From an optimization exercise on the open Yosys and OpenROAD flow, aimed at small area, a short achievable clock period and few clock cycles; shortcuts taken in it are not production practice.
Only simulation tests tie the RTL to the original design; equivalence was not proved.
No activity file was given, so power comes from the tool's default toggle rates.

Setup of TR:
## movegen_top
module movegen_top #(
  parameter int STACK_DEPTH = movegen_pkg::STACK_DEPTH_DEFAULT
) (
  input  logic                   clk,
  input  logic                   i_rst_n,
  input  logic                   i_pos_valid,
  input  logic                   i_pos_sop,
  input  movegen_pkg::pos_data_t i_pos_data,
  input  logic                   i_wtp,
  input  logic                   i_start,
  output logic                   o_uci_valid,
  output movegen_pkg::uci_move_t o_uci_data,
  output logic                   o_uci_sop,
  output logic                   o_uci_eop
);
Size: about 920 cells after synthesis, roughly 420 flip-flops, about 16000 um2 of cells after synthesis.
==> flow/config.mk <==
export PLATFORM = sky130hd
export DESIGN_NAME = movegen_top
export DESIGN_NICKNAME = movegen_top
export VERILOG_FILES = /design/flow/design.v
export SDC_FILE = /design/flow/constraint.sdc
export NUM_CORES = 4
export LEC_CHECK = 0
export CAP_MARGIN = 20
export CORE_MARGIN = 2
export CORE_UTILIZATION = 65
export CTS_CLUSTER_DIAMETER = 80
export CTS_CLUSTER_SIZE = 24
export PLACE_DENSITY = 0.8
export SLEW_MARGIN = 20
==> flow/constraint.sdc <==
create_clock -name core_clock -period 9.0 [get_ports {clk}]
set_input_delay 1.8000 -clock core_clock [delete_from_list [all_inputs] [get_ports {clk}]]
set_output_delay 1.8000 -clock core_clock [all_outputs]
set_load 0.01 [all_outputs]
standard.sh (not shown) runs the stock make flow with config.mk's settings and CLKGATE_MAP_FILE= SYNTH_SCRIPT=/design/flow/synth_recipe.tcl, a recipe that flattens the netlist after the stock synthesis.
==> flow/flow/run.sh <==
#!/bin/bash
# The standard layout, with timing repair aimed below the clock period: the
# repair steps keep working on any path slower than 9.0 - SETUP_SLACK_MARGIN ns.
# The clock period, constraints and synthesis are the standard flow's own.
set -euo pipefail
export SETUP_SLACK_MARGIN=6.35
bash standard.sh > standard_flow.log 2>&1
Testbench counts of TR, summed over its fixed seeds: cycles 29,871.
Setup changes, TR to AL
# TR
export LEC_CHECK = 0
export CAP_MARGIN = 20
export CORE_MARGIN = 2
export CORE_UTILIZATION = 65
export CTS_CLUSTER_DIAMETER = 80
export CTS_CLUSTER_SIZE = 24
export PLACE_DENSITY = 0.8
export SLEW_MARGIN = 20
create_clock -name core_clock -period 9.0 [get_ports {clk}]
# AL
export LEC_CHECK = 0
export CAP_MARGIN = 20
export CORE_MARGIN = 2
export CORE_UTILIZATION = 65
export CTS_CLUSTER_DIAMETER = 80
export CTS_CLUSTER_SIZE = 24
export SLEW_MARGIN = 20
create_clock -name core_clock -period 9.0 [get_ports {clk}]
diff --git a/flow/flow/run.sh b/flow/flow/run.sh
--- a/flow/flow/run.sh
+++ b/flow/flow/run.sh
@@ -6 +6 @@
-export SETUP_SLACK_MARGIN=6.35
+export SETUP_SLACK_MARGIN=6.25
Notes after the runs:
- Per the comparison of AL with TR, share of the clock period used by the worst path grew by 0.39 points, fill cell instance count of the final layout grew by 7.1%, share of total power in combinational logic held steady.
- AL ends up with a leakage component of the power that is about 0.7% lower than in TR.
- Between TR and AL, the difference in net switching fraction of the power is negligible.
- Against TR, power in AL fell slightly.
- Minimum setup slack in the final design was lower in the run labelled AL.
- Relative to TR, the final cell area reported for AL is lower.
- Clock share of power: AL vs TR down 0.4 points
- Diff AL..TR | critical path data required time | negligible

========
Starting RTL as in the previous note.
==> flow/design.v (excerpt) <==
module movegen_top #(
  parameter int STACK_DEPTH = movegen_pkg::STACK_DEPTH_DEFAULT
) (
  input  logic                   clk,
  input  logic                   i_rst_n,
  input  logic                   i_pos_valid,
  input  logic                   i_pos_sop,
  input  movegen_pkg::pos_data_t i_pos_data,
  input  logic                   i_wtp,
  input  logic                   i_start,
  output logic                   o_uci_valid,
  output movegen_pkg::uci_move_t o_uci_data,
  output logic                   o_uci_sop,
  output logic                   o_uci_eop
);
clock: 9.0 ns
lec_check: 0
cap_margin: 20
core_margin: 2
core_utilization: 65
cts_cluster_diameter: 80
cts_cluster_size: 24
slew_margin: 20
==> flow/flow/run.sh <==
#!/bin/bash
# The standard layout, with timing repair aimed below the clock period: the
# repair steps keep working on any path slower than 9.0 - SETUP_SLACK_MARGIN ns.
# The clock period, constraints and synthesis are the standard flow's own.
set -euo pipefail
export SETUP_SLACK_MARGIN=6.35
bash standard.sh > standard_flow.log 2>&1
Testbench counts at the start, summed over its fixed seeds: cycles 29,871.
Rerun with:
CORE_UTILIZATION = 60   (was 65)
The new run ran to the end with no violations.
Die area rose by a little under a tenth.
Worst hold slack is about the same.
Routed wire length fell by a few percent.
Sequential cell count stays the same.
Power is about the same.
Combinational power fell slightly.
Count of clock-buffer cells in the layout rose by 1.
Final cell count rose slightly.
Synthesized area stays the same.
Via count fell slightly.
Utilization fell by 4.9 points.
Rerun with:
--- a/flow/flow/run.sh
+++ b/flow/flow/run.sh
@@ -5,3 +5,3 @@
 set -euo pipefail
-export SETUP_SLACK_MARGIN=6.35
+export SETUP_SLACK_MARGIN=6.5
 bash standard.sh > standard_flow.log 2>&1
CORE_UTILIZATION = 65   (was 60)
The new run passed the timing, DRC and antenna checks.
Area after synthesis stays the same.
Synthesized cell count does not change.
Worst setup slack is worse by 0.020 ns.
Design area increases by 1.2%.

========
Setup of job 105:
Another version of the RTL of movegen_top (not shown whole).
For scale: about 940 cells after synthesis, roughly 430 flip-flops, roughly 31 I/O pins, about 0.017 sq mm of cells after synthesis.
export LEC_CHECK = 0
export CAP_MARGIN = 20
export CORE_MARGIN = 2
export CORE_UTILIZATION = 40
export SLEW_MARGIN = 20
create_clock -name core_clock -period 9.0 [get_ports {clk}]
==> flow/flow/run.sh <==
#!/bin/bash
# The standard layout, with timing repair aimed below the clock period: the
# repair steps keep working on any path slower than 9.0 - SETUP_SLACK_MARGIN ns.
# The clock period, constraints and synthesis are the standard flow's own.
set -euo pipefail
export SETUP_SLACK_MARGIN=6.5
bash standard.sh > standard_flow.log 2>&1
Looking at the reports, job 105 completed the entire flow and the layout it produced met the timing, DRC and antenna checks.
Testbench counts of job 105, summed over its fixed seeds: cycles 29,871.
Changes in job 101 relative to job 105:
Settings: an added CTS_CLUSTER_SIZE of 30; an added CTS_CLUSTER_DIAMETER of 100; a change of CORE_UTILIZATION from 40 to 65.
==> summary.txt <==
Number of DRC markers in iteration 0 delta for job 101 relative to job 105: about 11% higher. Going from job 105 to job 101, worst hold slack higher; placed cell area went down; via density per instance went up; met1 usage moved up; design area down about 6%. Of job 105 and job 101, job 101 shows the higher largest voltage drop on the vdd net, with job 105 below it. When job 101 is set beside job 105, its first-pass GRT wire length turns out to be 1.4% smaller. Compared with job 105, in job 101 die outline width shows a reduction of 44 microns; sequential share of layout area shows an increase of 3.8 points.

-- separate check: timing with driven ports --
The results above use ideal ports. As a check the final layouts listed here were re-extracted and re-timed, cells and wires unchanged.
Step 1, drivers: a clkbuf_16 drives clk and a buf_2 each remaining input, both assumed.
Step 2, shift: input delay + t, output delay - t, t = (earliest + latest rising clock arrival at the registers) / 2. This alone moves slack from input paths to output paths.
a / b / c = ideal / step 1 / step 2; a / b = the first two.
| run | shift t [ns] | setup slack, ns | clock arrival spread, ns | worst register clock-pin slew, ns | worst slew at a driven data input, ns |
|---|---|---|---|---|---|
| TR | 0.578 | 6.183 / 6.133 / 5.796 | 0.032 / 0.032 | 0.10 / 0.10 | 0.14 |
| AL | 0.580 | 6.148 / 6.099 / 5.776 | 0.026 / 0.026 | 0.10 / 0.10 | 0.16 |
| the first run of note 2 | 0.567 | 6.169 / 6.120 / 5.793 | 0.022 / 0.022 | 0.09 / 0.09 | 0.14 |
| the second run of note 2 | 0.575 | 6.169 / 6.120 / 5.780 | 0.019 / 0.020 | 0.10 / 0.10 | 0.14 |
| the third run of note 2 | 0.583 | 6.149 / 6.097 / 5.912 | 0.036 / 0.037 | 0.10 / 0.10 | 0.15 |
| job 105 | 0.597 | 6.152 / 6.098 / 5.815 | 0.011 / 0.012 | 0.06 / 0.06 | 0.09 |
| job 101 | 0.567 | 6.152 / 6.103 / 5.702 | 0.035 / 0.034 | 0.11 / 0.11 | 0.09 |
After both steps every run listed still meets setup and hold. The setup slack of job 101, which loses most, moves by -0.049 ns with the drivers and by -0.450 ns with both steps.
